What follows belongs to an exercise in optimizing a design on an open flow for small area, a short achievable clock period and few clock cycles per item; a production flow would make more cautious choices. In this exercise RTL edits were held to simulation tests only and were not proved equivalent to the original. Power and IR drop assume default switching activity.

lane 1:
==> flow/design.v <==
package edge_reader_pkg;
    localparam int CORE_NUM = 4;
    localparam int CACHELINE_LEN_WIDTH = 3;
    localparam int CACHELINE_LEN = 1 << CACHELINE_LEN_WIDTH;
    localparam int WAIT_END_DELAY = 20;
    typedef logic [16-1:0] vertex_id_t;
    typedef logic [22-1:0] offset_t;
    typedef logic [22-CACHELINE_LEN_WIDTH-1:0] line_addr_t;
    typedef logic [CACHELINE_LEN-1:0] edge_mask_t;
    typedef logic [$clog2(CORE_NUM)-1:0] lane_idx_t;
    typedef struct packed {
        line_addr_t addr;
        edge_mask_t mask;
        vertex_id_t v_id;
    } edge_req_t;
endpackage
`timescale 1ns/1ps
module edge_reader_top (
    input  logic                           clk,
    input  logic                           rst,
    input  edge_reader_pkg::vertex_id_t                     in_v_id,
    input  edge_reader_pkg::offset_t                        in_loffset,
    input  edge_reader_pkg::offset_t                        in_roffset,
    input  logic                           in_valid,
    output logic                           in_ready,
    input  logic                           front_iteration_end,
    input  logic       [4-1:0]     edge_stall,
    output edge_reader_pkg::line_addr_t [4-1:0]     edge_addr,
    output edge_reader_pkg::edge_mask_t [4-1:0]     edge_mask,
    output edge_reader_pkg::vertex_id_t [4-1:0]     edge_v_id,
    output logic       [4-1:0]     edge_valid,
    output logic                           iteration_end
);
    localparam int NL = 4;
    localparam int OW = 22;
    localparam int SW = 3;
    localparam int LW = OW - SW;
    localparam int VW = 16;
    function automatic logic add_eq(input logic [LW-1:0] a, input logic [LW-1:0] b, input logic [1:0] k);
        logic [LW-1:0] y, c, t;
        y = ~a;
        c = LW'(k - 2'd1);
        t = (b ^ y ^ c) ~^ {((b[LW-2:0] & y[LW-2:0]) | ((b[LW-2:0] | y[LW-2:0]) & ~c[LW-2:0])), 1'b0};
        add_eq = &t;
    endfunction
    function automatic logic [LW-1:0] lm2_of(input logic [LW-1:0] x, input logic nz);
        logic [LW-1:0] r;
        logic bo;
        r[0] = nz ? x[0] : !x[0];
        r[1] = nz ? !x[1] : (x[1] ^ x[0]);
        bo = nz ? !x[1] : !(x[1] && x[0]);
        for (int i = 2; i < LW; i++)
            r[i] = x[i] ^ (bo && !(|(x & ((LW'(1) << i) - LW'(4)))));
        lm2_of = r;
    endfunction
    logic [LW-1:0] i_lo_hi, i_ro_hi;
    logic          i_nz;
    logic          i_single;    
    logic          i_two;       
    assign i_lo_hi = in_loffset[OW-1:SW];
    assign i_ro_hi = in_roffset[OW-1:SW];
    assign i_nz = |in_roffset[SW-1:0];
    assign i_single = i_nz ? (i_ro_hi == i_lo_hi) : add_eq(i_lo_hi, i_ro_hi, 2'd1);
    assign i_two = i_nz ? add_eq(i_lo_hi, i_ro_hi, 2'd1) : add_eq(i_lo_hi, i_ro_hi, 2'd2);
    logic          i_lt;
    always_comb begin
        logic above;
        above = 1'b1;
        i_lt = 1'b0;
        for (int i = OW - 1; i >= 0; i--) begin
            i_lt = i_lt | (above & in_roffset[i] & !in_loffset[i]);
            above = above & (in_roffset[i] == in_loffset[i]);
        end
    end
    typedef struct packed {
        logic [VW-1:0] vid;
        logic [LW-1:0] addr;      
        logic [SW-1:0] lo_lo;
        logic [LW-1:0] lm2;       
        logic [SW-1:0] hi;        
        logic          empty;
        logic          single;
        logic          two;
    } vtx_t;
    logic  s_valid, b_valid;
    vtx_t  s_q, b_q;
    logic  s_empty;
    logic [SW-1:0] s_hi;          
    logic [7:0]    s_mask;        
    assign s_empty = s_q.empty;
    assign s_hi = s_q.hi;
    logic [LW-1:0] s_lm2;
    assign s_lm2 = s_q.lm2;
    always_comb begin
        for (int b = 0; b < 8; b++)
            s_mask[b] = (SW'(b) >= s_q.lo_lo) && (!s_q.single || (SW'(b) <= s_hi));
    end
    logic [VW-1:0] b_vid;
    logic [LW-1:0] b_addr;
    logic [LW-1:0] b_lm2;
    logic [SW-1:0] b_hi;
    logic          b_single;
    logic          b_two;
    logic [7:0]    b_mask;
    logic          b_empty;
    logic          xfer_b_r;      
    logic          xfer_s_r;      
    logic          b_open_r;      
    logic [NL-1:0] load_r;        
    logic [VW-1:0] c_vid;
    logic [LW-1:0] c_addr;
    logic [LW-1:0] c_lm2;
    logic [SW-1:0] c_hi;
    logic          c_single;
    logic          c_two;
    logic [7:0]    c_mask;
    logic          c_empty;
    assign c_vid = xfer_b_r ? b_vid : s_q.vid;
    assign c_addr = xfer_b_r ? b_addr : s_q.addr;
    assign c_lm2 = xfer_b_r ? b_lm2 : s_lm2;
    assign c_hi = xfer_b_r ? b_hi : s_hi;
    assign c_single = xfer_b_r ? b_single : s_q.single;
    assign c_two = xfer_b_r ? b_two : s_q.two;
    assign c_mask = xfer_b_r ? b_mask : s_mask;
    assign c_empty = xfer_b_r ? b_empty : s_empty;
    logic [NL-1:0]   h_valid;
    logic [NL-1:0]   h_last;
    logic [NL-1:0]   e_valid;
    logic [LW-1:0]   h_addr [NL];
    logic [LW-1:0]   h_lm2 [NL];
    logic [NL-1:0]   h_ne;        
    logic [VW-3:0]   h_vid  [NL];
    logic [SW-1:0]   h_hi   [NL];
    logic [7:0]      h_mask [NL];
    logic [NL-1:0]   h_free;
    logic [NL-1:0]   load;
    logic [NL-1:0]   hv_next, hl_next, ev_next;
    logic [NL-1:0]   hv_pred, hf_pred;
    always_comb begin
        for (int i = 0; i < NL; i++) begin
            h_free[i] = !h_valid[i] || (e_valid[i] && h_last[i]);
            load[i] = load_r[i];
            hv_next[i] = load[i] ? !c_empty : (h_valid[i] && !h_free[i]);
            ev_next[i] = hv_next[i] && !edge_stall[i];
            if (load[i])
                hl_next[i] = c_single;
            else if (e_valid[i])
                hl_next[i] = h_ne[i];
            else
                hl_next[i] = h_last[i];
            hv_pred[i] = load[i] || (h_valid[i] && !h_free[i]);
            hf_pred[i] = !hv_pred[i] || (!edge_stall[i] && hl_next[i]);
        end
    end
    logic take;
    logic s_to_b;
    logic sv_next, bv_next;
    logic [1:0] sl_next, bl_next;
    logic xb_n, xs_n;
    assign take = in_valid && in_ready;
    assign s_to_b = s_valid && !xfer_s_r && b_open_r;
    assign bv_next = (b_valid && !xfer_b_r) || s_to_b;
    assign sv_next = (s_valid && !xfer_s_r && !s_to_b) || take;
    assign bl_next = s_to_b ? s_q.vid[1:0] : b_vid[1:0];
    assign sl_next = take ? in_v_id[1:0] : s_q.vid[1:0];
    assign xb_n = bv_next && hf_pred[bl_next];
    assign xs_n = sv_next && hf_pred[sl_next] && !xb_n && !(bv_next && (bl_next == sl_next));
    always_ff @(posedge clk) begin
        if (rst) begin
            s_valid <= 1'b0;
            b_valid <= 1'b0;
            in_ready <= 1'b0;
            xfer_b_r <= 1'b0;
            xfer_s_r <= 1'b0;
            b_open_r <= 1'b0;
            load_r <= '0;
        end else begin
            s_valid <= sv_next;
            b_valid <= bv_next;
            xfer_b_r <= xb_n;
            xfer_s_r <= xs_n;
            b_open_r <= !bv_next || xb_n;
            in_ready <= !sv_next || xs_n || !bv_next || xb_n;
            for (int i = 0; i < NL; i++)
                load_r[i] <= (xb_n && (bl_next == 2'(i))) || (xs_n && (sl_next == 2'(i)));
        end
    end
    always_ff @(posedge clk) begin
        if (in_ready)
            s_q <= {in_v_id, i_lo_hi, in_loffset[SW-1:0], lm2_of(i_ro_hi, i_nz), in_roffset[SW-1:0] - 1'b1, !i_lt,
                    i_single, i_two};
    end
    always_ff @(posedge clk) begin
        if (b_open_r) begin
            b_vid <= s_q.vid;
            b_addr <= s_q.addr;
            b_lm2 <= s_lm2;
            b_hi <= s_hi;
            b_single <= s_q.single;
            b_two <= s_q.two;
            b_mask <= s_mask;
            b_empty <= s_empty;
        end
    end
    always_ff @(posedge clk) begin
        if (rst) begin
            h_valid <= '0;
            e_valid <= '0;
        end else begin
            h_valid <= hv_next;
            e_valid <= ev_next;
        end
    end
    always_ff @(posedge clk) h_last <= hl_next;
    always_ff @(posedge clk) begin
        for (int i = 0; i < NL; i++) begin
            if (load[i]) begin
                h_addr[i] <= c_addr;
                h_lm2[i] <= c_lm2;
                h_ne[i] <= c_two;
                h_vid[i] <= c_vid[VW-1:2];
                h_hi[i] <= c_hi;
                h_mask[i] <= c_mask;
            end else if (e_valid[i] && !h_last[i]) begin
                h_addr[i] <= h_addr[i] + 1'b1;
                h_ne[i] <= (h_addr[i] == h_lm2[i]);
                for (int b = 0; b < 8; b++)
                    h_mask[i][b] <= !h_ne[i] || (SW'(b) <= h_hi[i]);
            end
        end
    end
    for (genvar i = 0; i < NL; i++) begin : g_out
        assign edge_addr[i] = h_addr[i];
        assign edge_mask[i] = h_mask[i];
        assign edge_v_id[i] = {h_vid[i], 2'(i)};
        assign edge_valid[i] = e_valid[i];
    end
    localparam int CNT_W = $clog2(20 + 1);
    logic [CNT_W-1:0] settle_cnt;
    logic settled;
    logic idle;
    always_ff @(posedge clk)
        if (rst)
            idle <= 1'b0;
        else
            idle <= !sv_next && !bv_next && !(|hv_next);
    assign settled = front_iteration_end && !take && idle;
    always_ff @(posedge clk) begin
        if (rst || !settled) begin
            settle_cnt <= '0;
            iteration_end <= 1'b0;
        end else if (settle_cnt >= CNT_W'(20)) begin
            iteration_end <= 1'b1;
        end else begin
            settle_cnt <= settle_cnt + 1'b1;
            iteration_end <= 1'b0;
        end
    end
endmodule
Settings: LEC_CHECK=0, ABC_AREA=1, CAP_MARGIN=20, CORE_MARGIN=2, CORE_UTILIZATION=65, SETUP_SLACK_MARGIN=3.2, SLEW_MARGIN=20, BUFFER_PORTS_ARGS=-buffer_cell sky130_fd_sc_hd__buf_1; clock period 5.5 ns.
standard.sh (not shown) runs the stock make flow with config.mk's settings and CLKGATE_MAP_FILE= SYNTH_SCRIPT=/design/flow/synth_recipe.tcl, a recipe that flattens the netlist after the stock synthesis.
==> flow/flow/run.sh <==
#!/bin/bash
# The standard layout, with plain buf_1 cells as the port buffers instead of
# the default delay buffers: every input and output port still gets its own
# buffer. Each step's full output goes to standard.log here (and ORFS's own
# per-step logs under orfs/logs).
set -euo pipefail
echo "export BUFFER_PORTS_ARGS = -buffer_cell sky130_fd_sc_hd__buf_1" >> config.mk
bash standard.sh > standard.log 2>&1
Testbench counts of lane 1, summed over its fixed seeds: cycles 22,408, items 38,351.
Input-level comparison between lane 2 and lane 1:
diff --git a/flow/design.v b/flow/design.v
--- a/flow/design.v
+++ b/flow/design.v
@@ -44,14 +44,4 @@
         add_eq = &t;
     endfunction
-    function automatic logic [LW-1:0] lm2_of(input logic [LW-1:0] x, input logic nz);
-        logic [LW-1:0] r;
-        logic bo;
-        r[0] = nz ? x[0] : !x[0];
-        r[1] = nz ? !x[1] : (x[1] ^ x[0]);
-        bo = nz ? !x[1] : !(x[1] && x[0]);
-        for (int i = 2; i < LW; i++)
-            r[i] = x[i] ^ (bo && !(|(x & ((LW'(1) << i) - LW'(4)))));
-        lm2_of = r;
-    endfunction
     logic [LW-1:0] i_lo_hi, i_ro_hi;
     logic          i_nz;
@@ -77,5 +67,6 @@
         logic [LW-1:0] addr;      
         logic [SW-1:0] lo_lo;
-        logic [LW-1:0] lm2;       
+        logic [LW-1:0] ro_hi;
+        logic          nz;        
         logic [SW-1:0] hi;        
         logic          empty;
@@ -90,6 +81,4 @@
     assign s_empty = s_q.empty;
     assign s_hi = s_q.hi;
-    logic [LW-1:0] s_lm2;
-    assign s_lm2 = s_q.lm2;
     always_comb begin
         for (int b = 0; b < 8; b++)
@@ -98,5 +87,6 @@
     logic [VW-1:0] b_vid;
     logic [LW-1:0] b_addr;
-    logic [LW-1:0] b_lm2;
+    logic [LW-1:0] b_ro_hi;
+    logic          b_nz;
     logic [SW-1:0] b_hi;
     logic          b_single;
@@ -110,5 +100,6 @@
     logic [VW-1:0] c_vid;
     logic [LW-1:0] c_addr;
-    logic [LW-1:0] c_lm2;
+    logic [LW-1:0] c_ro_hi;
+    logic          c_nz;
     logic [SW-1:0] c_hi;
     logic          c_single;
@@ -118,5 +109,6 @@
     assign c_vid = xfer_b_r ? b_vid : s_q.vid;
     assign c_addr = xfer_b_r ? b_addr : s_q.addr;
-    assign c_lm2 = xfer_b_r ? b_lm2 : s_lm2;
+    assign c_ro_hi = xfer_b_r ? b_ro_hi : s_q.ro_hi;
+    assign c_nz = xfer_b_r ? b_nz : s_q.nz;
     assign c_hi = xfer_b_r ? b_hi : s_hi;
     assign c_single = xfer_b_r ? b_single : s_q.single;
@@ -128,5 +120,6 @@
     logic [NL-1:0]   e_valid;
     logic [LW-1:0]   h_addr [NL];
-    logic [LW-1:0]   h_lm2 [NL];
+    logic [LW-1:0]   h_ro_hi [NL];
+    logic [NL-1:0]   h_nz;
     logic [NL-1:0]   h_ne;        
     logic [VW-3:0]   h_vid  [NL];
@@ -188,5 +181,5 @@
     always_ff @(posedge clk) begin
         if (in_ready)
-            s_q <= {in_v_id, i_lo_hi, in_loffset[SW-1:0], lm2_of(i_ro_hi, i_nz), in_roffset[SW-1:0] - 1'b1, !i_lt,
+            s_q <= {in_v_id, i_lo_hi, in_loffset[SW-1:0], i_ro_hi, i_nz, in_roffset[SW-1:0] - 1'b1, !i_lt,
                     i_single, i_two};
     end
@@ -195,5 +188,6 @@
             b_vid <= s_q.vid;
             b_addr <= s_q.addr;
-            b_lm2 <= s_lm2;
+            b_ro_hi <= s_q.ro_hi;
+            b_nz <= s_q.nz;
             b_hi <= s_hi;
             b_single <= s_q.single;
@@ -217,5 +211,6 @@
             if (load[i]) begin
                 h_addr[i] <= c_addr;
-                h_lm2[i] <= c_lm2;
+                h_ro_hi[i] <= c_ro_hi;
+                h_nz[i] <= c_nz;
                 h_ne[i] <= c_two;
                 h_vid[i] <= c_vid[VW-1:2];
@@ -224,5 +219,5 @@
             end else if (e_valid[i] && !h_last[i]) begin
                 h_addr[i] <= h_addr[i] + 1'b1;
-                h_ne[i] <= (h_addr[i] == h_lm2[i]);
+                h_ne[i] <= add_eq(h_addr[i], h_ro_hi[i], h_nz[i] ? 2'd2 : 2'd3);
                 for (int b = 0; b < 8; b++)
                     h_mask[i][b] <= !h_ne[i] || (SW'(b) <= h_hi[i]);
Findings:
The run showing the smaller post-cts repair resize count is lane 2. Lane 2 against lane 1: number of global-route vias before repair climbed 654, count of different cell masters after synthesis dropped 3.6%, final-layout non-clock buffer area share barely changed, critical path depth dropped 1. The run with more setup slack is lane 2; lane 1 has less. Per the comparison of lane 2 with lane 1, part of the power in combinational logic neither gained nor lost much, sequential cell area picked up an extra 1.5%, clock network fraction of total power picked up an extra 1.3 points. [compare] base=lane 1 new=lane 2: number of fill cells in the layout shows an increase of 6.8%, final routed wirelength across all metal layers moved up, placed wire-length estimate after detailed placement picked up an extra 9.7%, multi-input combinational gate total increased 22.
Testbench counts of lane 2, summed over its fixed seeds: cycles 22,408, items 38,351.

## job 3596
// edge_reader_top: RTL as listed in full above, without the edits since
clock: 5.5 ns
lec_check: 0
cap_margin: 20
core_margin: 2
core_utilization: 65
setup_slack_margin: 3.2
slew_margin: 20
buffer_ports_args: -buffer_cell sky130_fd_sc_hd__buf_1
Scripts as last shown in full above: flow/flow/run.sh
Testbench counts of job 3596, summed over its fixed seeds: cycles 22,408, items 38,351.
--- input diff job 3596..job 6958 ---
--- a/flow/design.v
+++ b/flow/design.v
@@ -59,41 +59,33 @@
     logic          i_two;       
     assign i_lo_hi = in_loffset[OW-1:SW];
     assign i_ro_hi = in_roffset[OW-1:SW];
     assign i_nz = |in_roffset[SW-1:0];
     assign i_single = i_nz ? (i_ro_hi == i_lo_hi) : add_eq(i_lo_hi, i_ro_hi, 2'd1);
     assign i_two = i_nz ? add_eq(i_lo_hi, i_ro_hi, 2'd1) : add_eq(i_lo_hi, i_ro_hi, 2'd2);
-    logic          i_lt;
-    always_comb begin
-        logic above;
-        above = 1'b1;
-        i_lt = 1'b0;
-        for (int i = OW - 1; i >= 0; i--) begin
-            i_lt = i_lt | (above & in_roffset[i] & !in_loffset[i]);
-            above = above & (in_roffset[i] == in_loffset[i]);
-        end
-    end
     typedef struct packed {
         logic [VW-1:0] vid;
         logic [LW-1:0] addr;      
         logic [SW-1:0] lo_lo;
-        logic [LW-1:0] lm2;       
-        logic [SW-1:0] hi;        
-        logic          empty;
+        logic [LW-1:0] ro_hi;
+        logic [SW-1:0] ro_lo;
+        logic          nz;
         logic          single;
         logic          two;
     } vtx_t;
     logic  s_valid, b_valid;
     vtx_t  s_q, b_q;
     logic  s_empty;
+    logic  s_nz;
     logic [SW-1:0] s_hi;          
     logic [7:0]    s_mask;        
-    assign s_empty = s_q.empty;
-    assign s_hi = s_q.hi;
+    assign s_empty = !({s_q.addr, s_q.lo_lo} < {s_q.ro_hi, s_q.ro_lo});
+    assign s_nz = s_q.nz;
+    assign s_hi = s_q.ro_lo - 1'b1;
     logic [LW-1:0] s_lm2;
-    assign s_lm2 = s_q.lm2;
+    assign s_lm2 = lm2_of(s_q.ro_hi, s_q.nz);
     always_comb begin
         for (int b = 0; b < 8; b++)
             s_mask[b] = (SW'(b) >= s_q.lo_lo) && (!s_q.single || (SW'(b) <= s_hi));
     end
     logic [VW-1:0] b_vid;
     logic [LW-1:0] b_addr;
@@ -184,13 +176,13 @@
             for (int i = 0; i < NL; i++)
                 load_r[i] <= (xb_n && (bl_next == 2'(i))) || (xs_n && (sl_next == 2'(i)));
         end
     end
     always_ff @(posedge clk) begin
         if (in_ready)
-            s_q <= {in_v_id, i_lo_hi, in_loffset[SW-1:0], lm2_of(i_ro_hi, i_nz), in_roffset[SW-1:0] - 1'b1, !i_lt,
+            s_q <= {in_v_id, i_lo_hi, in_loffset[SW-1:0], i_ro_hi, in_roffset[SW-1:0], i_nz,
                     i_single, i_two};
     end
     always_ff @(posedge clk) begin
         if (b_open_r) begin
             b_vid <= s_q.vid;
             b_addr <= s_q.addr;
Notes after the runs:
Compared with job 3596, job 6958 shows number of placed cells counting well taps higher by 40. Per the comparison of job 6958 with job 3596, register-to-register slack now smaller, power went down, number of fillers in the final layout saw an increase, detail-routed via count per cell shows a reduction of about 1.6%, data required time of the critical path went down by 30 ps. Taking job 6958 over job 3596, the clock-buffer cell count ratio works out to 1.08. The final reports for job 6958 and job 3596 show critical path depth lower in the former. The clock skew reported for job 6958 is greater than that of job 3596 by 4.1 ps. On relative area of clock buffers and inverters in the final design: between job 6958 and job 3596, it ends up lower for job 6958. Job 3596 and job 6958 ended up with roughly the same aggregate routed wire length.
Testbench counts of job 6958, summed over its fixed seeds: cycles 22,408, items 38,351.

[port drivers added, routing unchanged]
Ports are ideal in the flow. The routed layouts listed here were re-timed in OpenROAD. Step 1 (the two cells are an assumption about what drives the block):
set clk [get_ports {clk}]
set_driving_cell -lib_cell sky130_fd_sc_hd__clkbuf_16 $clk
set_driving_cell -lib_cell sky130_fd_sc_hd__buf_2 [delete_from_list [all_inputs] $clk]
Step 2, shift: input delay + t, output delay - t, t = (earliest + latest rising clock arrival at the registers) / 2. This alone moves slack from input paths to output paths. Slacks: ideal ports / drivers / drivers and shift; pairs: ideal ports / drivers.
run	t (ns)	setup slack, ns	latest minus earliest clock arrival (ns)	cell pins on the clock port's net
lane 1	0.589	3.064 / 3.012 / 2.701	0.018 / 0.018	1
lane 2	0.577	3.122 / 3.068 / 2.763	0.024 / 0.024	1
job 3596	0.581	2.747 / 2.741 / 2.160	0.015 / 0.015	1
job 6958	0.583	2.970 / 2.970 / 2.742	0.020 / 0.020	1
After both steps every run listed still meets setup and hold. The setup slack of job 3596, which loses most, moves by -0.006 ns with the drivers and by -0.587 ns with both steps.
